This design comes from an exercise in tuning for small area, a short achievable clock period and few clock cycles per item on the open sky130 flow, not from production work.
At most, simulation tests tie the RTL to the original design; equivalence was not proved.
No functional check of the RTL was part of run 4.
Power is estimated from default activity; no workload was simulated.

**flow/run.sh**
```bash
#!/bin/bash
# synth_recipe.tcl (not shown) runs the flow's synth.tcl, then flattens the netlist and writes it again
# the make line also repeats each setting of config.mk as NAME=value (left out here)
make -C /OpenROAD-flow-scripts/flow DESIGN_CONFIG=/design/flow/config.mk WORK_HOME=/design/flow/orfs CLKGATE_MAP_FILE= SYNTH_SCRIPT=/design/flow/synth_recipe.tcl finish
```
**flow/design.v**
```verilog
package ppts_pkg;
	localparam int MAX_TASKS_DEF = 16;
	localparam int TIME_BITS_DEF = 22;
	localparam int ARRIVAL_W = 16;
	localparam int BURST_W   = 16;
	localparam int PRIO_W    = 8;
	localparam int FIELD_W   = 22;
	localparam int TASK_NR_W = 5;
	localparam int STATUS_W  = 2;
	localparam int IN_DATA_W  = 40;
	localparam int OUT_DATA_W = 120;
	localparam logic [STATUS_W-1:0] STAT_OK         = 2'd0;
	localparam logic [STATUS_W-1:0] STAT_FULL       = 2'd1;
	localparam logic [STATUS_W-1:0] STAT_ZERO_BURST = 2'd2;
endpackage
module ppts_ks_add #(
	parameter int W = 8
) (
	input  logic [W-1:0] a,
	input  logic [W-1:0] b,
	input  logic         ci,
	output logic [W-1:0] s,
	output logic         co
);
	logic [W-1:0] p0;
	logic [W-1:0] gg;
	logic [W-1:0] pp;
	logic [W-1:0] ng;
	logic [W-1:0] np;
	always_comb begin
		p0 = a ^ b;
		gg = a & b;
		pp = p0;
		gg[0] = gg[0] | (p0[0] & ci);
		for (int d = 1; d < W; d = d * 2) begin
			ng = gg;
			np = pp;
			for (int i = d; i < W; i++) begin
				ng[i] = gg[i] | (pp[i] & gg[i-d]);
				np[i] = pp[i] & pp[i-d];
			end
			gg = ng;
			pp = np;
		end
	end
	generate
		if (W > 1) begin : g_s
			assign s = p0 ^ {gg[W-2:0], ci};
		end else begin : g_s1
			assign s = p0 ^ ci;
		end
	endgenerate
	assign co = gg[W-1];
endmodule
module preemptive_priority_task_scheduler_unit #(
	parameter int MAX_TASKS = ppts_pkg::MAX_TASKS_DEF,
	parameter int TIME_BITS = ppts_pkg::TIME_BITS_DEF
) (
	input  logic                              clk,
	input  logic                              arst_n,
	input  logic                              s_tvalid,
	output logic                              s_tready,
	input  logic [ppts_pkg::IN_DATA_W-1:0]    s_tdata,
	input  logic                              s_tuser,
	output logic                              m_tvalid,
	input  logic                              m_tready,
	output logic [ppts_pkg::OUT_DATA_W-1:0]   m_tdata
);
	localparam int N   = MAX_TASKS;
	localparam int TW  = TIME_BITS;
	localparam int AW  = ppts_pkg::ARRIVAL_W;
	localparam int BW  = ppts_pkg::BURST_W;
	localparam int PW  = ppts_pkg::PRIO_W;
	localparam int CW  = $clog2(N + 1);
	localparam int IW  = (N > 1) ? $clog2(N) : 1;
	localparam int RW  = ppts_pkg::TASK_NR_W;
	logic [TW-1:0]          t_q;        
	logic [TW-1:0]          tn_q;       
	logic [CW-1:0]          loaded_q;
	logic [N-1:0]           live_q;
	logic [N-1:0]           arrived_q;
	logic [N-1:0]           started_q;
	logic [N-1:0][AW-1:0]   arr_q;
	logic [N-1:0][AW:0]     due_q;      
	logic [N-1:0][BW-1:0]   rem_q;
	logic [N-1:0]           c_oh_q;     
	logic [BW-1:0]          c_raw_q;    
	logic [N-1:0][PW-1:0]   prio_q;
	logic [N-1:0][TW-1:0]   st_q;       
	logic [N-1:0][N-1:0]    beat_q;
	localparam int QW = N + 1 + 2 + 1 + 1 + TW;
	logic                   rdy_q;
	logic                   va_q;
	logic                   vb_q;
	logic [QW-1:0]          qa_q;
	logic [QW-1:0]          qb_q;
	logic [QW-1:0]          q_new;
	logic                   s2v_q;
	logic [AW-1:0]          s2arr_q;
	logic [AW:0]            s2due_q;
	logic [TW-1:0]          s2st_q;
	logic [RW-1:0]          s2run_q;
	logic                   s2fin_q;
	logic [1:0]             s2stat_q;
	logic                   s2done_q;
	logic [TW-1:0]          s2tick_q;
	logic [TW-1:0]          s2x_q;
	logic                   p2v_q;
	logic [ppts_pkg::OUT_DATA_W-1:0] p2_q;
	logic go, go_tick, go_load, pop1, pop2, s2_free;
	logic va_nxt, vb_nxt;
	assign s_tready = rdy_q;
	assign go       = s_tvalid && rdy_q;
	assign go_tick  = go && s_tuser;
	assign go_load  = go && !s_tuser;
	assign pop2     = s2v_q && (!p2v_q || m_tready);
	assign s2_free  = !s2v_q || pop2;
	assign pop1     = va_q && s2_free;
	assign va_nxt   = go || (va_q && !(pop1 && !vb_q));
	assign vb_nxt   = (go && !pop1 && va_q) || (vb_q && !pop1);
	logic [AW-1:0] in_arr;
	logic [BW-1:0] in_bur;
	logic [PW-1:0] in_pri;
	assign in_arr = s_tdata[15:0];
	assign in_bur = s_tdata[31:16];
	assign in_pri = s_tdata[39:32];
	logic full, zb, load_ok;
	assign full    = (loaded_q == CW'(N));
	assign zb      = (in_bur == '0);
	assign load_ok = !full && !zb;
	logic [TW-1:0] tn_inc;
	logic          t_sat;
	logic          tn_sat;
	ppts_ks_add #(.W(TW)) u_tinc (.a(tn_q), .b('0), .ci(1'b1), .s(tn_inc), .co());
	assign t_sat  = &t_q;
	assign tn_sat = &tn_q;
	logic [AW:0] in_due;
	logic        in_arrived;
	ppts_ks_add #(.W(AW+1)) u_due (.a({1'b0, in_arr}), .b({1'b0, in_bur}), .ci(1'b0),
		.s(in_due), .co());
	ppts_ks_add #(.W(TW)) u_inarr (.a(t_q), .b(~{{(TW-AW){1'b0}}, in_arr}), .ci(1'b1),
		.s(), .co(in_arrived));
	logic [N-1:0] elig;
	logic [N-1:0] win;
	logic [N-1:0] last;
	logic [N-1:0] fin_v;
	logic [N-1:0] ld;
	logic [N-1:0] ge;
	logic [N-1:0] arr_now;
	logic [BW-1:0] c_dec;
	logic          c_last;
	logic          c_hit;
	logic          found;
	logic [BW-1:0] w_rem;
	logic [BW-1:0] rem_wd;
	logic [N-1:0]  rem_we;
	ppts_ks_add #(.W(BW)) u_cdec (.a(c_raw_q), .b('1), .ci(1'b0), .s(c_dec), .co());
	assign c_last = (c_raw_q == BW'(2));
	assign elig = live_q & arrived_q;
	genvar gi, gj;
	generate
		for (gi = 0; gi < N; gi++) begin : g_pick
			logic [N-1:0] blk;
			for (gj = 0; gj < N; gj++) begin : g_blk
				if (gj < gi) begin : g_lo
					assign blk[gj] = elig[gj] & beat_q[gi][gj];
				end else if (gj > gi) begin : g_hi
					assign blk[gj] = elig[gj] & ~beat_q[gj][gi];
				end else begin : g_eq
					assign blk[gj] = 1'b0;
				end
			end
			assign win[gi]     = elig[gi] & ~(|blk);
			assign last[gi]    = c_oh_q[gi] ? c_last : (rem_q[gi] == BW'(1));
			assign ld[gi]      = go_load && load_ok && (loaded_q[IW-1:0] == IW'(gi));
			assign arr_now[gi] = ({{(TW-AW){1'b0}}, arr_q[gi]} == tn_q);
			ppts_ks_add #(.W(PW)) u_ge (.a(prio_q[gi]), .b(~in_pri), .ci(1'b1),
				.s(), .co(ge[gi]));
			assign rem_we[gi]  = ld[gi] || (go_tick && c_oh_q[gi]);
		end
	endgenerate
	assign fin_v = win & last;
	assign found = |win;
	assign c_hit = |(win & c_oh_q);
	assign rem_wd = go_load ? in_bur : c_dec;
	always_comb begin
		w_rem = '0;
		for (int i = 0; i < N; i++) begin
			w_rem = w_rem | (rem_q[i] & {BW{win[i]}});
		end
	end
	always_ff @(posedge clk) begin
		if (go_tick && found) begin
			c_raw_q <= c_hit ? c_dec : w_rem;
		end
	end
	generate
		for (gi = 0; gi < N; gi++) begin : g_ent
			always_ff @(posedge clk) begin
				if (ld[gi]) begin
					arr_q[gi]     <= in_arr;
					due_q[gi]     <= in_due;
					prio_q[gi]    <= in_pri;
					beat_q[gi]    <= ge;
				end
				if (rem_we[gi]) begin
					rem_q[gi]     <= rem_wd;
				end
				if (ld[gi]) begin
					started_q[gi] <= 1'b0;
					arrived_q[gi] <= in_arrived;
				end else if (go_tick) begin
					if (win[gi]) begin
						started_q[gi] <= 1'b1;
					end
					if (arr_now[gi]) begin
						arrived_q[gi] <= 1'b1;
					end
				end
				if (go_tick && win[gi] && !started_q[gi]) begin
					st_q[gi] <= t_q;
				end
			end
			always_ff @(posedge clk or negedge arst_n) begin
				if (!arst_n) begin
					live_q[gi] <= 1'b0;
				end else if (ld[gi]) begin
					live_q[gi] <= 1'b1;
				end else if (go_tick && fin_v[gi]) begin
					live_q[gi] <= 1'b0;
				end
			end
		end
	endgenerate
	logic none_live, one_live, done_tick, done_load;
	assign none_live = ~(|live_q);
	always_comb begin
		one_live = 1'b0;
		for (int i = 0; i < N; i++) begin
			if (live_q == (N'(1) << i)) one_live = 1'b1;
		end
	end
	assign done_tick = none_live || (one_live && (|(live_q & arrived_q & last)));
	assign done_load = none_live && !load_ok;
	always_ff @(posedge clk or negedge arst_n) begin
		if (!arst_n) begin
			t_q      <= '0;
			tn_q     <= TW'(1);
			loaded_q <= '0;
			c_oh_q   <= '0;
			rdy_q    <= 1'b0;
			va_q     <= 1'b0;
			vb_q     <= 1'b0;
			s2v_q    <= 1'b0;
			p2v_q    <= 1'b0;
		end else begin
			if (go_tick) begin
				t_q  <= tn_q;
				tn_q <= tn_sat ? tn_q : tn_inc;
			end
			if (go_load && load_ok) begin
				loaded_q <= loaded_q + 1'b1;
			end
			if (go_tick && found) begin
				c_oh_q <= win;
			end
			rdy_q <= !(va_nxt && vb_nxt);
			va_q  <= va_nxt;
			vb_q  <= vb_nxt;
			if (s2_free) begin
				s2v_q <= pop1;
			end
			if (!p2v_q || m_tready) begin
				p2v_q <= pop2;
			end
		end
	end
	assign q_new = {s_tuser ? win : N'(0),
	                s_tuser && (|fin_v),
	                s_tuser ? ppts_pkg::STAT_OK
	                : full  ? ppts_pkg::STAT_FULL
	                : zb    ? ppts_pkg::STAT_ZERO_BURST
	                :         ppts_pkg::STAT_OK,
	                s_tuser ? done_tick : done_load,
	                s_tuser && !t_sat,
	                s_tuser ? tn_q : t_q};
	always_ff @(posedge clk) begin
		if (go) begin
			qa_q <= q_new;
		end
		if (go && !pop1 && va_q) begin
			qb_q <= qa_q;
		end
	end
	logic [N-1:0]  q_win;
	logic          q_fin;
	logic [1:0]    q_stat;
	logic          q_done;
	logic          q_dec;
	logic [TW-1:0] q_x;
	assign {q_win, q_fin, q_stat, q_done, q_dec, q_x} = vb_q ? qb_q : qa_q;
	logic [AW-1:0]  w_arr;
	logic [AW:0]    w_due;
	logic [TW-1:0]  w_st;
	logic [RW-1:0]  w_run;
	always_comb begin
		w_arr = '0;
		w_due = '0;
		w_st  = '0;
		w_run = '0;
		for (int i = 0; i < N; i++) begin
			w_arr = w_arr | (arr_q[i] & {AW{q_win[i]}});
			w_due = w_due | (due_q[i] & {(AW+1){q_win[i]}});
			w_st  = w_st  | (st_q[i]  & {TW{q_win[i]}});
			w_run = w_run | (RW'(i + 1) & {RW{q_win[i]}});
		end
	end
	logic [TW-1:0] x_dec;
	ppts_ks_add #(.W(TW)) u_xdec (.a(q_x), .b('1), .ci(1'b0), .s(x_dec), .co());
	always_ff @(posedge clk) begin
		if (pop1) begin
			s2arr_q  <= w_arr;
			s2due_q  <= w_due;
			s2st_q   <= w_st;
			s2run_q  <= w_run;
			s2fin_q  <= q_fin;
			s2stat_q <= q_stat;
			s2done_q <= q_done;
			s2tick_q <= q_dec ? x_dec : q_x;
			s2x_q    <= q_x;
		end
	end
	logic [TW-1:0] tat;
	logic [TW:0]   wtd;
	logic          wt_pos;
	logic [TW-1:0] wt;
	logic [TW-1:0] resp;
	ppts_ks_add #(.W(TW)) u_tat (.a(s2x_q), .b(~{{(TW-AW){1'b0}}, s2arr_q}), .ci(1'b1),
		.s(tat), .co());
	ppts_ks_add #(.W(TW+1)) u_wt (.a({1'b0, s2x_q}), .b(~{{(TW-AW){1'b0}}, s2due_q}),
		.ci(1'b1), .s(wtd), .co(wt_pos));
	ppts_ks_add #(.W(TW)) u_resp (.a(s2st_q), .b(~{{(TW-AW){1'b0}}, s2arr_q}), .ci(1'b1),
		.s(resp), .co());
	assign wt   = wt_pos ? wtd[TW-1:0] : '0;
	always_ff @(posedge clk) begin
		if (pop2) begin
			p2_q <= {1'b0, s2done_q,
			         s2fin_q ? resp  : TW'(0),
			         s2fin_q ? wt    : TW'(0),
			         s2fin_q ? tat   : TW'(0),
			         s2fin_q ? s2x_q : TW'(0),
			         s2fin_q,
			         s2tick_q,
			         s2run_q,
			         s2stat_q};
		end
	end
	assign m_tvalid = p2v_q;
	assign m_tdata  = p2_q;
endmodule
```
**flow/constraint.sdc**
```tcl
create_clock -name core_clock -period 6.0 [get_ports {clk}]
set_input_delay 1.2000 -clock core_clock [delete_from_list [all_inputs] [get_ports {clk}]]
set_output_delay 1.2000 -clock core_clock [all_outputs]
set_load 0.01 [all_outputs]
```
**flow/config.mk**
```make
export PLATFORM = sky130hd
export DESIGN_NAME = preemptive_priority_task_scheduler_unit
export DESIGN_NICKNAME = preemptive_priority_task_scheduler_unit
export VERILOG_FILES = /design/flow/design.v
export SDC_FILE = /design/flow/constraint.sdc
export NUM_CORES = 4
export LEC_CHECK = 0
export CAP_MARGIN = 20
export CORE_MARGIN = 2
export CORE_UTILIZATION = 40
export CTS_BUF_LIST = sky130_fd_sc_hd__clkbuf_16
export CTS_CLUSTER_DIAMETER = 60
export CTS_CLUSTER_SIZE = 24
export SETUP_SLACK_MARGIN = 3.4
export SLEW_MARGIN = 20
```
==> results of run 1 <==
[cells by family after synthesis]
logic type | Yosys count
other | 1
multiplexers | 91
adder cells (fa/ha/maj) | 197
XOR/XNOR | 367
buffers and inverters | 366
AND/OR/NAND/NOR | 1313
flip-flops | 1823
AO/OA/AOI/OAI | 996
[layer usage]
layer	global-route usage (%)	up-vias	share of wire, %
met5	0	-	0.077
met4	20.08	22	9.4
met3	9.640	1361	14
met2	46.11	4842	43
met1	38.14	27999	34
li1	-	22432	-
[through the flow]
stage          util [%]  hold slack [ps]  std cells  total power [uW]
2_1_floorplan         -            400.3       5154             22560
3_3_place_gp      43.79            402.8       7725             26880
3_5_place_dp      43.81            404.5       7727             26960
4_1_cts           51.86            370.2       8523             40720
5_1_grt           54.25            395.1       8746             43850
6_report          54.26            398.0       8755             43030
[cells in the final DEF (no fill, tap or decap), types with 40 or more instances in the layout]
| master | Yosys | final |
|---|---|---|
| inv_1 | 113 | 76 |
| edfxtp_1 | 1721 | 1721 |
| ha_1 | 193 | 151 |
| xor2_1 | 170 | 164 |
| nor2_1 | 238 | 176 |
| ha_4 | 0 | 40 |
| clkinvlp_4 | 0 | 45 |
| a21oi_1 | 128 | 57 |
| a21o_1 | 67 | 66 |
| xnor2_1 | 197 | 188 |
| clkbuf_16 | 0 | 174 |
| a22o_1 | 247 | 246 |
| buf_4 | 3 | 404 |
| buf_12 | 0 | 183 |
| buf_6 | 2 | 176 |
| nor4_1 | 118 | 76 |
| dfrtp_1 | 85 | 60 |
| a221oi_2 | 0 | 181 |
| nor3_1 | 64 | 49 |
| a22oi_1 | 92 | 92 |
| nand3b_1 | 75 | 75 |
| buf_16 | 0 | 74 |
| buf_2 | 81 | 132 |
| a221oi_1 | 243 | 50 |
| nor2_4 | 1 | 54 |
| nand3_1 | 207 | 168 |
| nand4_1 | 144 | 144 |
| nand2_1 | 285 | 209 |
[Yosys cell counts, drive strengths merged, types with 92 or more instances]
master / count / area share (%)
edfxtp: 1721 / 67
nand2: 285 / 1.4
a22o: 247 / 2.8
a221oi: 243 / 2.8
nor2: 239 / 1.2
nand3: 207 / 1.3
xnor2: 197 / 2.2
ha: 193 / 3.1
xor2: 170 / 1.9
nand4: 144 / 1.2
buf: 140 / 0.85
a21oi: 129 / 0.84
nor4: 120 / 1.0
inv: 113 / 0.55
clkbuf: 112 / 0.55
a22oi: 92 / 0.90
[area by class of cell]
type                            count  area, um2
Timing Repair Buffer             1070      13380
Antenna cell                       15      37.54
Clock buffer                      141       3528
Sequential cell                  1823      54230
Fill cell                       14852      87170
Multi-Input combinational cell   2975      27270
Inverter                          114      564.3
Tap cell                         2511       3142
Clock inverter                     98       1197
Timing Repair inverter              8      60.06
[worst min-delay path by stage]
stage                          start                     to  slack [ps]
2_1_floorplan  s2stat_q[0]$_DFFE_PP_   m_tdata[0]$_DFFE_PP_         400
3_3_place_gp   s2tick_q[0]$_DFFE_PP_   m_tdata[7]$_DFFE_PP_         400
3_5_place_dp    s2run_q[0]$_DFFE_PP_   m_tdata[2]$_DFFE_PP_         400
4_1_cts                       arst_n  live_q[0]$_DFFE_PN0P_         370
5_1_grt                       arst_n  live_q[0]$_DFFE_PN0P_         400
6_report                      arst_n  live_q[2]$_DFFE_PN0P_         400
[timing repair]
| item | in CTS | in global routing |
|---|---|---|
| setup endpoints to repair | 2452 | 1140 |
| hold buffers | 0 | 0 |
| pin swaps | 252 | 283 |
| buffers inserted | 463 | 181 |
| gates resized for setup | 1547 | 454 |
| gates cloned | 94 | 35 |
[state kept, by name, summed over array words and instances (netlist names), 43 cells and up]
name,count
arr_q,256
beat_q,120
due_q,272
m_tdata,119
prio_q,120
qa_q,43
qb_q,43
rem_q,256
st_q,352
[power by group]
part / leakage (uW) / internal, uW / switching [uW] / total, uW
registers: 0.0170 / 16100 / 1070 / 17200
logic: 0.0173 / 6410 / 9420 / 15800
clock network: 0.00229 / 5010 / 4970 / 9980
total: 0.0365 / 27600 / 15500 / 43000
==> flow_summary_export.csv, run 1 <==
group,metric,value,unit
run_status,status,"finished with violations",
run_status,so_faults,"max-capacitance violations, max-slew violations",
logic_synthesis,synthFlopType,"edfxtp_1",
sta,clock_skew,59.18,ps
route,drt_iter0_markers,9912,
grt,grt_max_degree,120,
setup_path,path_depth,7,
min_path,hp-class,"input port to asynchronous set/reset pin",
power_and_ir_drop,p_leak,0.03654,uW
route,ant_nets,0,
route,num_vias,56656,
setup_path,cp-startpoint,"c_oh_q[7]$_DFFE_PN0P_",
logic_synthesis,ys_seq_elements,1823,
logic_synthesis,synth_edf_count,1721,
setup_path,max_stage_delay,550,ps
power_and_ir_drop,power_density,416.1,nW/um2
setup_path,cp_max_fo,6,
sta,max_freq,325.5,MHz
grt,grt_overflow,0,
route,route.detailed.drc,0,
clocking,htreeDepth,4,
floorplan,ios,167,
setup_path,rr_startpoint,"c_oh_q[7]$_DFFE_PN0P_",
placement,port_buffers,165,
sta,setup_viol,0,
placement,placed_area,83490,um2
logic_synthesis,synth.area.mux_share,1.279,%
sta,worst_pin_slew,1552,ps
logic_synthesis,synth-compound-area-share,10.10,%
sta,fin_crit,3072,ps
logic_synthesis,synth_nets,5396,
setup_path,reg2reg_to,"qa_q[26]$_DFFE_PP_",
logic_synthesis,synth-simple-area-share,8.811,%
logic_synthesis,synth_fa_ha_area_share,3.245,%
setup_path,crit_path_start_kind,"flop",
grt,grt_pass1_wl,421100,um
setup_path,r2r_cells,7,
grt,antenna_found_initial,28,
setup_path,crit_end,"qa_q[26]$_DFFE_PP_",
sta,rsz0062_at_grt,"yes",
layout,drive_gt1_share,34.56,%
placement,dp_hpwl,167500,um
clocking,cts_root_buf,"clkbuf_16",
setup_path,cp.required,6580,ps
clocking,cts_sinks,1823,
clocking,clk_pin_slew,100,ps
grt,grt_use_total,30.67,%
placement,place_ws,1091,ps
floorplan,die_h,442.4,um
route,firstDrtPassIters,10,
placement,gp_congestion,0.9575,
floorplan,die-area,195800,um2
power_and_ir_drop,peakVddDrop,0.0002723,V
layout,syn2layout_area_growth,34.49,%
logic_synthesis,synth_xor_area_share,4.180,%
layout,nets,6366,
layout,design_area,103400,um2
logic_synthesis,syn_avg_cell_area,14.92,um2
sta,final-hold-violation-count,0,
clocking,clk_latency,840,ps
setup_path,end_kind,"flop",
setup_path,critPathArrivalTime,3660,ps
floorplan,rows,160,
logic_synthesis,synth_top_family_by_area,"compound AO/OA/AOI/OAI gates",
setup_path,slowest_stage,"nor4_2",
sta,maxSlewHeadroom,-4.002,%
logic_synthesis,ys_async_sr_fraction,4.717,%
sta,setup_tns,0,ps
sta,slew_viol_final,17,
logic_synthesis,synth.cell_area,76890,um2
sta,timing.final.ws_setup,2928,ps
setup_path,crit_family,"simple AND/OR/NAND/NOR gates",
logic_synthesis,synth_cells,5154,
setup_path,worstPathCellList,"nor4_2, nand4_1, nor4b_2, a21oi_1, nor2b_1, nor2_1, a41oi_2",
logic_synthesis,yosysWarningCount,6,
clocking,cts_buffers,132,
clocking,cts.path.max_buffers,3,
floorplan,start_util,40.35,%
setup_path,r2r_setup_slack,2930,ps
floorplan,die_w,442.4,um
flow_run,cap_viol_max_count,1,
route,detail_route.wl_per_cell,36.60,um
route,routed_wl,320500,um
logic_synthesis,synth_cell_type_count,82,
setup_path,path_class,"flop to flop",
clocking,cts_tree,"built",
setup_path,critPathBufInv,0,
route,vias_per_cell,6.471,
grt,grt_pass1_vias,52631,
logic_synthesis,ys_seq_area_share,70.43,%
floorplan,core_area,190600,um2
sta,fin_crit_sh,51.20,%
Testbench counts, summed over its fixed seeds: cycles 5,624, items 5,600.
==> inputs of run 2 (changes only) <==
--- a/flow/config.mk
+++ b/flow/config.mk
@@ -7,9 +7,8 @@
 export LEC_CHECK = 0
 export CAP_MARGIN = 20
 export CORE_MARGIN = 2
-export CORE_UTILIZATION = 40
-export CTS_BUF_LIST = sky130_fd_sc_hd__clkbuf_16
-export CTS_CLUSTER_DIAMETER = 60
-export CTS_CLUSTER_SIZE = 24
+export CORE_UTILIZATION = 55
+export PLACE_DENSITY = 0.65
 export SETUP_SLACK_MARGIN = 3.4
 export SLEW_MARGIN = 20
+export TNS_END_PERCENT = 10
==> run 2 against run 1 <==
  * Via count is 4.0% lower
  * Cell count fell by 9.9%
  * First-iteration DRC count decreased by 13%
  * Synthesized area unchanged
  * Die area decreased by 27%
  * Highest routed layer unchanged
  * Sequential cell count unchanged
  * Synthesized cell count unchanged
  * Wire length down 11%
  * Total power shrank 4.2%
  * Register-to-register slack barely moved
  * The run now finishes clean
  * Sequential power barely moved
  * Sequential share of layout area is 4.2 points higher
==> flow_summary_export.csv, run 2 <==
group,metric,value,unit
power_and_ir_drop,power_density,431.0,nW/um2
logic_synthesis,yosysWarningCount,6,
layout,final_cell_mix,"edfxtp_1, buf_4, nand2_1",
route,vias_per_cell,6.897,
logic_synthesis,ys_async_sr_fraction,4.717,%
setup_path,crit_path_start_kind,"flop",
setup_path,path_class,"flop to flop",
sta,slew_viol_final,0,
floorplan,die_h,377.9,um
logic_synthesis,synth_nets,5396,
logic_synthesis,synth.most_common_cell,"edfxtp_1",
power_and_ir_drop,finalPower,41240,uW
grt,antenna_found_initial,13,
sta,maxSlewHeadroom,36.63,%
route,num_vias,54409,
clocking,cts_sinks,1823,
floorplan,rows,137,
grt,grt_use_total,37.39,%
sta,max_freq,324.4,MHz
sta,setup_tns,0,ps
floorplan,start_util,55.24,%
setup_path,r2r_cells,10,
setup_path,cp.required,6570,ps
placement,gp_congestion,0.9789,
logic_synthesis,synthFlopType,"edfxtp_1",
clocking,cts_root_buf,"clkbuf_16",
layout,final_util,68.74,%
sta,fin_crit,3083,ps
setup_path,end_kind,"flop",
placement,port_buffers,165,
setup_path,cp_max_fo,13,
flow_run,cap_viol_max_count,0,
setup_path,cp-startpoint,"arrived_q[14]$_SDFFCE_PN1P_",
logic_synthesis,synth_cell_type_count,82,
logic_synthesis,synth.area.top_cells,"edfxtp_1, ha_1, a22o_1",
clocking,htreeDepth,4,
sta,clock_skew,40.42,ps
logic_synthesis,synth.cell_area,76890,um2
clocking,cts.path.max_buffers,3,
grt,grt_pass1_wl,375300,um
layout,syn2layout_area_growth,24.44,%
route,routed_wl,285900,um
logic_synthesis,yosys.area.top_type,"edfxtp_1",
sta,fin_crit_sh,51.38,%
setup_path,crit_end,"c_raw_q[1]$_DFFE_PP_",
setup_path,rr_startpoint,"arrived_q[14]$_SDFFCE_PN1P_",
setup_path,critPathArrivalTime,3650,ps
layout,multi_input_area,24200,um2
route,drt_iter0_markers,8585,
sta,timing.final.ws_setup,2917,ps
logic_synthesis,synth_common_cells,"edfxtp_1, nand2_1, a22o_1",
floorplan,die-area,142800,um2
sta,rsz0062_at_grt,"yes",
layout,final-seq-area,54220,um2
route,firstDrtPassIters,7,
layout,n_fill_cell,9429,
min_path,hp-class,"input port to asynchronous set/reset pin",
floorplan,ios,167,
setup_path,reg2reg_to,"c_raw_q[1]$_DFFE_PP_",
layout,biggestRegsByFlops,"st_q x352, due_q x272",
clocking,hold_buffers,0,
clocking,cts_tree,"built",
layout,largest_reg_flops,352,
power_and_ir_drop,peakVddDrop,0.0002980,V
placement,dp_hpwl,169600,um
run_status,status,"complete, no violations",
power_and_ir_drop,p_leak,0.03394,uW
logic_synthesis,syn_avg_cell_area,14.92,um2
logic_synthesis,ys_seq_elements,1823,
layout,drive_gt1_share,22.84,%
grt,grt_max_degree,120,
layout,max_flop_register,"st_q",
layout,layout_commonest_cell,"edfxtp_1",
logic_synthesis,synth_top_area_share,67.21,%
clocking,clk_latency,840,ps
sta,setup_viol,0,
floorplan,core_area,139200,um2
logic_synthesis,ys_seq_area_share,70.43,%
route,route.detailed.drc,0,
grt,grt_pass1_vias,50420,
grt,grt_overflow,0,
clocking,clk_pin_slew,70,ps
sta,whs,396.7,ps
route,detail_route.wl_per_cell,36.23,um
sta,final-hold-violation-count,0,
floorplan,die_w,377.9,um
layout,nets,6091,
logic_synthesis,synth_cells,5154,
placement,place_ws,793.8,ps
route,ant_nets,0,
setup_path,r2r_setup_slack,2920,ps
logic_synthesis,synth_edf_count,1721,
sta,worst_pin_slew,941.8,ps
clocking,cts_buffers,184,
-- run 2: changes by cell type in the layout (fill, tap and decap cells not counted), moves of 40 or more --
cell,change
a221oi_1,+179
buf_6,-118
clkdlybuf4s50_1,+55
a221oi_2,-170
nor2_1,+40
dlygate4sd2_1,+73
buf_12,-86
buf_16,-64
buf_2,-129
-- run 2: area by class of cell --
class	count	area share (%)
diodes	6	0.01569
clock buffers	234	5.258
clock inverters	110	1.317
inverters	114	0.5571
multi-input cells	2976	25.29
flip-flops and latches	1823	56.67
well taps	1876	2.453
repair buffers	741	8.369
repair inverters	9	0.07062
-- run 2: logic make-up (layout without fill, tap and decap cells) --
logic type | Yosys count | after routing | share of synthesized area [%]
and+or+nand+nor | 1313 | 1318 | 8.811
adders and majority gates | 197 | 197 | 3.245
AOI/OAI and AO/OA | 996 | 996 | 10.10
DFF | 1823 | 1823 | 70.43
buffers and inverters | 366 | 1208 | 1.953
other | 1 | 7 | 0.004877
xor gates and xnor gates | 367 | 367 | 4.180
muxes | 91 | 97 | 1.279
-- run 2: metal layers --
layer | vias up | wire [um] | global-route usage, % | part of all wire (%)
li1 | 21839 | - | - | -
met1 | 27005 | 100200 | 48.97 | 35
met2 | 4450 | 126600 | 57.23 | 44
met3 | 1099 | 37110 | 9.910 | 13
met4 | 16 | 21660 | 20.37 | 7.6
met5 | - | 250 | 0 | 0.087
-- run 2: worst min-delay path by stage --
stage | from | depth (start not counted) | end
after floorplan | s2stat_q[0]$_DFFE_PP_ | 0 | m_tdata[0]$_DFFE_PP_
after global placement | s2done_q$_DFFE_PP_ | 0 | m_tdata[118]$_DFFE_PP_
after detailed placement | s2stat_q[1]$_DFFE_PP_ | 0 | m_tdata[1]$_DFFE_PP_
after CTS | arst_n | 1 | c_oh_q[2]$_DFFE_PN0P_
after global routing | arst_n | 1 | c_oh_q[2]$_DFFE_PN0P_
final | arst_n | 1 | c_oh_q[6]$_DFFE_PN0P_
-- run 2: timing repair --
| action | 4_1_cts | 5_1_grt |
|---|---|---|
| setup endpoints to repair | 2430 | 2054 |
| gates cloned | 23 | 36 |
| gates resized for setup | 536 | 361 |
| pin swaps | 82 | 88 |
| buffers inserted | 231 | 157 |
-- run 2: power by group --
part / switching [uW] / internal [uW] / total (uW) / leakage [uW]
logic: 7380 / 4450 / 11800 / 0.0139
registers: 1210 / 16200 / 17400 / 0.0170
clock network: 5070 / 6960 / 12000 / 0.00306
-- run 2: through the flow --
stage                     std cells  instance area (um2)
after floorplan                5154                77200
after global placement         7092                81500
after detailed placement       7092                81500
after CTS                      7690                91880
after global routing           7883                95670
final                          7889                95680
-- run 2: worst max-delay path: stages, from the launching register on --
cell and delay [ps]:
edfxtp_1 500, nand2_4 250, o2111ai_1 390, nor4_4 70
buf_4 170, buf_12 160, a22o_1 230, a221oi_1 400
nand3_1 140, nor2_1 350, mux2i_1 140
==> inputs of run 3 (changes only) <==
--- a/flow/config.mk
+++ b/flow/config.mk
@@ -9,6 +9,5 @@
 export CORE_MARGIN = 2
 export CORE_UTILIZATION = 55
 export PLACE_DENSITY = 0.65
-export SETUP_SLACK_MARGIN = 3.4
+export SETUP_SLACK_MARGIN = 3.0
 export SLEW_MARGIN = 20
-export TNS_END_PERCENT = 10
==> run 3 against run 2 <==
  * Register-to-register slack barely moved
  * Via count shrank 5.1%
  * Largest power group unchanged
  * Die area is the same
  * Sequential power hardly changed
  * Combinational power down 16%
  * Synthesized cell count unchanged
  * Synthesized area unchanged
  * Non-clock buffer count decreased by 253
==> flow_summary_export.csv, run 3 <==
group,metric,value,unit
run_status,status,"complete, no violations",
logic_synthesis,synth_common_cells,"edfxtp_1, nand2_1, a22o_1",
clocking,cts_tree,"built",
sta,setup_viol,0,
floorplan,ios,167,
grt,grt_overflow,0,
sta,clock_skew,25.42,ps
power_and_ir_drop,p_leak,0.03167,uW
logic_synthesis,synthFlopType,"edfxtp_1",
layout,final_util,65.39,%
grt,grt_use_total,36.23,%
power_and_ir_drop,switchingPower,12600,uW
route,routed_wl,261400,um
setup_path,rr_startpoint,"live_q[13]$_DFFE_PN0P_",
power_and_ir_drop,power_frac_comb,25.5,%
setup_path,cp_max_fo,37,
flow_run,cap_viol_max_count,0,
route,num_vias,51645,
placement,port_buffers,165,
setup_path,r2r_setup_slack,2920,ps
floorplan,die_w,377.9,um
layout,layout_commonest_cell,"edfxtp_1",
route,route.detailed.drc,0,
grt,grt_pass1_vias,49876,
clocking,clk_latency,820,ps
setup_path,slowest_stage,"clkdlybuf4s50_1",
power_and_ir_drop,clock_power_share,29.8,%
logic_synthesis,synth.most_common_cell,"edfxtp_1",
sta,maxSlewHeadroom,19.59,%
floorplan,rows,137,
sta,rsz0062_at_grt,"yes",
logic_synthesis,synth_fa_ha_area_share,3.245,%
clocking,cts.path.max_buffers,3,
logic_synthesis,ys_async_sr_fraction,4.717,%
sta,setup_tns,0,ps
layout,nets,5834,
setup_path,critPathArrivalTime,3620,ps
logic_synthesis,syn_avg_cell_area,14.92,um2
power_and_ir_drop,peakVddDrop,0.0003093,V
clocking,htreeDepth,4,
setup_path,worstPathCellList,"clkdlybuf4s50_1, nand2_4, nor2_4, buf_12, nand3_1, buf_4, nor3_1, nand3_1, nand2_1",
logic_synthesis,synth_cell_type_count,82,
sta,fin_crit_sh,51.49,%
grt,grt_pass1_wl,364500,um
floorplan,die_h,377.9,um
setup_path,crit_path_start_kind,"input port",
logic_synthesis,ys_seq_elements,1823,
sta,whs,344.3,ps
setup_path,end_kind,"flop",
layout,final_cell_mix,"edfxtp_1, nand2_1, a22o_1",
placement,gp_congestion,0.9716,
sta,worst_pin_slew,1206,ps
layout,n_fill_cell,10017,
setup_path,cp.required,6530,ps
clocking,cts_buffers,185,
route,vias_per_cell,6.767,
min_path,hp-class,"input port to asynchronous set/reset pin",
logic_synthesis,synth_nets,5396,
floorplan,core_area,139200,um2
setup_path,reg2reg_to,"st_q[244]$_DFFE_PP_",
layout,largest_reg_flops,352,
floorplan,die-area,142800,um2
logic_synthesis,synth-compound-area-share,10.10,%
route,ant_nets,0,
logic_synthesis,synth-simple-area-share,8.811,%
logic_synthesis,synth.cell_area,76890,um2
setup_path,max_stage_delay,550,ps
clocking,clk_pin_slew,60,ps
route,drt_iter0_markers,7200,
logic_synthesis,synth_top_area_share,67.21,%
sta,slew_viol_final,0,
layout,syn2layout_area_growth,18.37,%
grt,antenna_found_initial,13,
sta,fin_crit,3089,ps
clocking,cts_sinks,1823,
logic_synthesis,synth_top_family_by_area,"compound AO/OA/AOI/OAI gates",
logic_synthesis,yosys.area.top_type,"edfxtp_1",
sta,final-hold-violation-count,0,
route,firstDrtPassIters,7,
layout,max_flop_register,"st_q",
logic_synthesis,synth.area.top_cells,"edfxtp_1, ha_1, a22o_1",
grt,grt_max_degree,82,
logic_synthesis,synth_xor_area_share,4.180,%
setup_path,r2r_cells,8,
clocking,hold_buffers,0,
logic_synthesis,synth_edf_count,1721,
route,detail_route.wl_per_cell,34.24,um
setup_path,crit_top_cell,"nand3_1",
logic_synthesis,yosysWarningCount,6,
sta,max_freq,323.7,MHz
logic_synthesis,synth_cells,5154,
placement,dp_hpwl,163600,um
logic_synthesis,ys_seq_area_share,70.43,%
floorplan,start_util,55.24,%
power_and_ir_drop,internal_power,26280,uW
logic_synthesis,synth.area.mux_share,1.279,%
power_and_ir_drop,p_seq_share,44.8,%
layout,drive_gt1_share,16.46,%
power_and_ir_drop,p_sw_share,32.41,%
setup_path,path_class,"input port to flop",
layout,biggestRegsByFlops,"st_q x352, due_q x272",
power_and_ir_drop,power_density,427.1,nW/um2
clocking,cts_root_buf,"clkbuf_16",
run 3: cell counts after synthesis:
No cell type changed its count.
run 3: power by group through the flow:
stage	clock [uW]	combinational [uW]	sequential [uW]
CTS	11700	9480	17400
floorplan	0	5300	17100
finish	11600	9900	17400
global placement	0	8910	17600
detailed placement	0	8980	17600
global route	12100	10400	17500
run 3: timing repair:
action | 4_1_cts | 5_1_grt
buffers inserted | 142 | 38
gates resized for setup | 245 | 118
setup endpoints to repair | 1867 | 906
gates cloned | 15 | 4
pin swaps | 37 | 24
run 3: worst max path at each step:
stage                         startpoint  depth (start not counted)                         end
global route        s2arr_q[6]$_DFFE_PP_                         11  m_tdata[117]$_SDFFCE_PN0P_
finish                          s_tvalid                          9  arrived_q[3]$_SDFFCE_PN1P_
CTS                          s_tdata[30]                          9        arr_q[132]$_DFFE_PP_
detailed placement            s_tdata[1]                          9        due_q[216]$_DFFE_PP_
floorplan                     s_tdata[0]                         11        due_q[116]$_DFFE_PP_
global placement              s_tdata[1]                         11         due_q[99]$_DFFE_PP_
run 3: layer usage:
metal  wire length, um  vias to the layer above  track usage, %  share of wire (%)
li1                  -                    21289               -                  -
met1             94510                    25886           47.13                 36
met2            119900                     3632           57.13                 46
met3             30440                      826           8.302                 12
met4             16460                       12           19.09                6.3
met5                73                        -               0              0.028
run 3: cell type report:
class	instances	area, um2	area share [%]
antenna	10	25.02	0.02749
sequential	1823	54210	59.56
inverter	114	521.8	0.5732
timing repair inverter	10	75.07	0.08248
multi-input combinational	2970	22920	25.19
timing repair buffer	488	4860	5.339
tap	1876	2347	2.579
clock buffer	241	4982	5.474
clock inverter	100	1077	1.184
run 3: worst max-delay path, delay by kind of cell:
family / cells / cell delay (ps)
AND/OR/NAND/NOR: 6 / 1280
buffers and inverters: 3 / 1080
run 3: kinds of logic (layout without fill, tap and decap cells):
kind of cell,after synthesis,count (layout)
AND/OR/NAND/NOR,1313,1315
flip-flops,1823,1823
AO/OA/AOI/OAI,996,998
other,1,11
adder cells (fa/ha/maj),197,197
multiplexers,91,92
buffers and inverters,366,953
XOR/XNOR,367,367
run 3: stage by stage:
step / worst slack, ps / area [um2] / instances / power (uW)
2_1_floorplan: 2626 / 77670 / 5154 / 22430
3_3_place_gp: 1263 / 81860 / 7082 / 26500
3_5_place_dp: 1074 / 81860 / 7082 / 26600
4_1_cts: 2988 / 90180 / 7580 / 38500
5_1_grt: 2946 / 90990 / 7623 / 39990
6_report: 2911 / 91020 / 7632 / 38870
==> inputs of run 4 (changes only) <==
--- a/flow/design.v
+++ b/flow/design.v
@@ -85,6 +85,8 @@
 	logic [N-1:0][BW-1:0]   rem_q;
 	logic [N-1:0]           c_oh_q;     
 	logic [BW-1:0]          c_raw_q;    
+	logic                   c_last_q;   
+	logic [N-1:0]           tl_q;       
 	logic [N-1:0][PW-1:0]   prio_q;
 	logic [N-1:0][TW-1:0]   st_q;       
 	logic [N-1:0][N-1:0]    beat_q;
@@ -155,7 +157,8 @@
 	logic [BW-1:0] rem_wd;
 	logic [N-1:0]  rem_we;
 	ppts_ks_add #(.W(BW)) u_cdec (.a(c_raw_q), .b('1), .ci(1'b0), .s(c_dec), .co());
-	assign c_last = (c_raw_q == BW'(2));
+	assign c_last = c_last_q;
+	logic [N-1:0] r2;
 	assign elig = live_q & arrived_q;
 	genvar gi, gj;
 	generate
@@ -171,7 +174,8 @@
 				end
 			end
 			assign win[gi]     = elig[gi] & ~(|blk);
-			assign last[gi]    = c_oh_q[gi] ? c_last : (rem_q[gi] == BW'(1));
+			assign last[gi]    = c_oh_q[gi] ? c_last : tl_q[gi];
+			assign r2[gi]      = (rem_q[gi] == BW'(2));
 			assign ld[gi]      = go_load && load_ok && (loaded_q[IW-1:0] == IW'(gi));
 			assign arr_now[gi] = ({{(TW-AW){1'b0}}, arr_q[gi]} == tn_q);
 			ppts_ks_add #(.W(PW)) u_ge (.a(prio_q[gi]), .b(~in_pri), .ci(1'b1),
@@ -191,7 +195,8 @@
 	end
 	always_ff @(posedge clk) begin
 		if (go_tick && found) begin
-			c_raw_q <= c_hit ? c_dec : w_rem;
+			c_raw_q  <= c_hit ? c_dec : w_rem;
+			c_last_q <= c_hit ? (c_raw_q == BW'(3)) : (|(win & r2));
 		end
 	end
 	generate
@@ -205,6 +210,7 @@
 				end
 				if (rem_we[gi]) begin
 					rem_q[gi]     <= rem_wd;
+					tl_q[gi]      <= go_load ? (in_bur == BW'(1)) : c_last_q;
 				end
 				if (ld[gi]) begin
 					started_q[gi] <= 1'b0;
--- a/flow/config.mk
+++ b/flow/config.mk
@@ -9,5 +9,5 @@
 export CORE_MARGIN = 2
 export CORE_UTILIZATION = 55
 export PLACE_DENSITY = 0.65
-export SETUP_SLACK_MARGIN = 3.0
+export SETUP_SLACK_MARGIN = 3.2
 export SLEW_MARGIN = 20
==> run 4 against run 3 <==
  * Worst hold slack better by 11 ps
  * Clock power hardly changed
  * Wire length increased by 13%
  * Register-to-register slack is essentially flat
  * Clock skew up 8.1 ps
  * Sequential share of layout area is 2.9 points lower
  * Sequential power is 2% higher
  * Synthesized area rose by 0.44%
  * Critical endpoint is now s2arr_q[6]$_DFFE_PP_
==> flow_summary_export.csv, run 4 <==
group,metric,value,unit
logic_synthesis,synth-simple-area-share,8.598,%
clocking,cts_sinks,1840,
clocking,htreeDepth,4,
sta,setup_tns,0,ps
logic_synthesis,ys_seq_elements,1840,
setup_path,critPathArrivalTime,3390,ps
layout,max_flop_register,"st_q",
grt,grt_use_total,40.49,%
logic_synthesis,synth-compound-area-share,9.913,%
logic_synthesis,synth_fa_ha_area_share,3.230,%
layout,drive_gt1_share,23.98,%
setup_path,path_class,"flop to flop",
route,detail_route.wl_per_cell,37.60,um
route,vias_per_cell,6.947,
grt,antenna_found_initial,31,
logic_synthesis,yosys.area.top_type,"edfxtp_1",
floorplan,die_h,378.7,um
sta,fin_crit_sh,51.24,%
grt,grt_overflow,0,
run_status,status,"complete, no violations",
clocking,cts_buffers,186,
floorplan,ios,167,
sta,setup_viol,0,
layout,final_cell_mix,"edfxtp_1, buf_4, a22o_1",
setup_path,cp_max_fo,8,
layout,nets,6067,
route,firstDrtPassIters,7,
placement,gp_congestion,0.9920,
logic_synthesis,ys_async_sr_fraction,4.674,%
clocking,cts.path.max_buffers,3,
grt,grt_pass1_vias,51888,
logic_synthesis,synth.area.mux_share,1.513,%
setup_path,reg2reg_to,"s2arr_q[6]$_DFFE_PP_",
logic_synthesis,synth_nets,5388,
clocking,cts_root_buf,"clkbuf_16",
power_and_ir_drop,finalPower,42640,uW
setup_path,slowest_stage,"nand4_1",
layout,syn2layout_area_growth,25.15,%
logic_synthesis,synth.area.top_cells,"edfxtp_1, ha_1, dfrtp_1",
min_path,hp-class,"input port to asynchronous set/reset pin",
logic_synthesis,yosysWarningCount,6,
grt,grt_pass1_wl,400200,um
logic_synthesis,syn_avg_cell_area,15.01,um2
sta,slew_viol_final,0,
logic_synthesis,synth_cell_type_count,72,
clocking,clk_pin_slew,60,ps
logic_synthesis,synth_edf_count,1738,
sta,rsz0062_at_grt,"yes",
layout,largest_reg_flops,352,
logic_synthesis,synth_cells,5146,
placement,port_buffers,165,
floorplan,core_area,139400,um2
logic_synthesis,synth.cell_area,77230,um2
floorplan,die_w,378.7,um
logic_synthesis,synthFlopType,"edfxtp_1",
setup_path,end_kind,"flop",
placement,placed_area,82610,um2
floorplan,rows,137,
sta,clock_skew,33.51,ps
logic_synthesis,synth_top_area_share,67.58,%
setup_path,max_stage_delay,740,ps
grt,grt_max_degree,98,
route,num_vias,54735,
setup_path,r2r_setup_slack,2930,ps
setup_path,crit_top_cell,"buf_12",
floorplan,die-area,143400,um2
logic_synthesis,synth.most_common_cell,"edfxtp_1",
route,ant_nets,0,
route,route.detailed.drc,0,
setup_path,worstPathCellList,"buf_12, buf_12, mux2_8, a22o_4, a221oi_2, nand4_1",
clocking,cts_tree,"built",
setup_path,rr_startpoint,"vb_q$_DFF_PN0_",
setup_path,cp.required,6310,ps
route,routed_wl,296300,um
clocking,clk_latency,860,ps
setup_path,r2r_cells,6,
floorplan,start_util,55.42,%
sta,whs,355.4,ps
sta,maxSlewHeadroom,26.71,%
sta,max_freq,325.2,MHz
sta,final-hold-violation-count,0,
layout,layout_commonest_cell,"edfxtp_1",
logic_synthesis,synth_common_cells,"edfxtp_1, nand2_1, a221oi_1, a22o_1, nor2_1",
layout,design_area,96660,um2
route,drt_iter0_markers,9154,
power_and_ir_drop,p_leak,0.03444,uW
logic_synthesis,ys_seq_area_share,70.78,%
sta,worst_pin_slew,1089,ps
power_and_ir_drop,peakVddDrop,0.0003142,V
logic_synthesis,synth_xor_area_share,4.037,%
power_and_ir_drop,power_density,441.1,nW/um2
logic_synthesis,synth_top_family_by_area,"compound AO/OA/AOI/OAI gates",
layout,biggestRegsByFlops,"st_q x352, due_q x272",
placement,dp_hpwl,170700,um
setup_path,crit_path_start_kind,"flop",
flow_run,cap_viol_max_count,0,
sta,fin_crit,3075,ps
run 4: worst max-delay path by stage:
stage	cells after the start	endpoint	start
floorplan	7	arr_q[224]$_DFFE_PP_	s_tdata[28]
global placement	10	arrived_q[0]$_SDFFCE_PN1P_	s_tdata[8]
detailed placement	10	arrived_q[1]$_SDFFCE_PN1P_	s_tdata[8]
CTS	7	qa_q[23]$_DFFE_PP_	live_q[11]$_DFFE_PN0P_
global route	17	due_q[169]$_DFFE_PP_	s_tdata[0]
finish	6	s2arr_q[6]$_DFFE_PP_	vb_q$_DFF_PN0_
run 4: through the flow:
step / util (%) / std cells / setup WS, ps
2_1_floorplan: - / 5146 / 2582
3_3_place_gp: 59.28 / 7084 / 1359
3_5_place_dp: 59.28 / 7084 / 1322
4_1_cts: 67.73 / 7740 / 2910
5_1_grt: 69.32 / 7860 / 2881
6_report: 69.36 / 7879 / 2925
run 4: kinds of logic after synthesis:
| kind of cell | count (synthesis) |
|---|---|
| AOI/OAI and AO/OA | 990 |
| other | 1 |
| muxes | 109 |
| and+or+nand+nor | 1277 |
| buffers and inverters | 376 |
| adders and majority gates | 197 |
| xor gates and xnor gates | 356 |
| DFF | 1840 |
run 4: routing by layer:
layer  routed length, um  share of wire [%]  global-route usage [%]
met5                 315               0.11                       0
met4               24630                8.3                   26.57
met3               42240                 14                   13.57
met2              128000                 43                   59.17
met1              101100                 34                   51.70
run 4: timing repair:
action,4_1_cts,5_1_grt
pin swaps,139,125
gates resized for setup,658,235
hold buffers,0,0
endpoints found under the setup margin,2355,1272
cloned,54,10
setup buffers,260,105
endpoints found under the hold margin,0,0
run 4: power by group:
part	switching [uW]	leakage, uW	internal [uW]
Combinational	8150	0.0142	4930
Sequential	1400	0.0173	16400
Clock	5150	0.00298	6620
Total	14700	0.0344	27900
run 4: final cells by class:
type | count | area [um2]
diodes | 24 | 60.06
clock buffers | 223 | 4877
clock inverters | 119 | 1267
fillers | 9333 | 42700
inverters | 120 | 528.0
multi-input cells | 2961 | 24970
flip-flops and latches | 1840 | 54720
well taps | 1876 | 2347
repair buffers | 714 | 7878
repair inverters | 2 | 15.01
run 4: worst max-delay path, delay by kind of cell (launching register included):
kind	cells	cell delay, ps
buffers and inverters	2	360
and+or+nand+nor	1	740
muxes	1	470
DFF	1	440
AOI/OAI and AO/OA	2	480

==> afterwards: timing with drivers on the ports <==
The flow's constraints put no driver on any port. The routed layouts listed below were extracted and timed again, unchanged, in two steps.
Step 1 (the two cells are an assumption about what drives the block):
set clk [get_ports {clk}]
set_driving_cell -lib_cell sky130_fd_sc_hd__clkbuf_16 $clk
set_driving_cell -lib_cell sky130_fd_sc_hd__buf_2 [delete_from_list [all_inputs] $clk]
Step 2 times the ports against the registers' clock, not the clock port: input delays grow and output delays shrink by t, the midpoint of the rising clock arrivals with the driver on.
a / b / c = ideal / step 1 / step 2; a / b = the first two.
| run | t (ns) | setup slack, ns | slew at the worst register clock pin (ns) | worst slew at a driven data input, ns | cell pins on the clock port's net |
|---|---|---|---|---|---|
| run 1 | 0.893 | 2.928 / 2.928 / 2.167 | 0.10 / 0.10 | 0.22 | 1 |
| run 2 | 0.909 | 2.917 / 2.917 / 2.189 | 0.07 / 0.07 | 0.14 | 1 |
| run 3 | 0.889 | 2.911 / 2.924 / 2.071 | 0.07 / 0.07 | 0.16 | 1 |
| run 4 | 0.921 | 2.925 / 2.925 / 2.082 | 0.07 / 0.07 | 0.24 | 1 |
The setup slack of run 4, which loses most, moves by 0.000 ns with the drivers and by -0.843 ns with both steps.
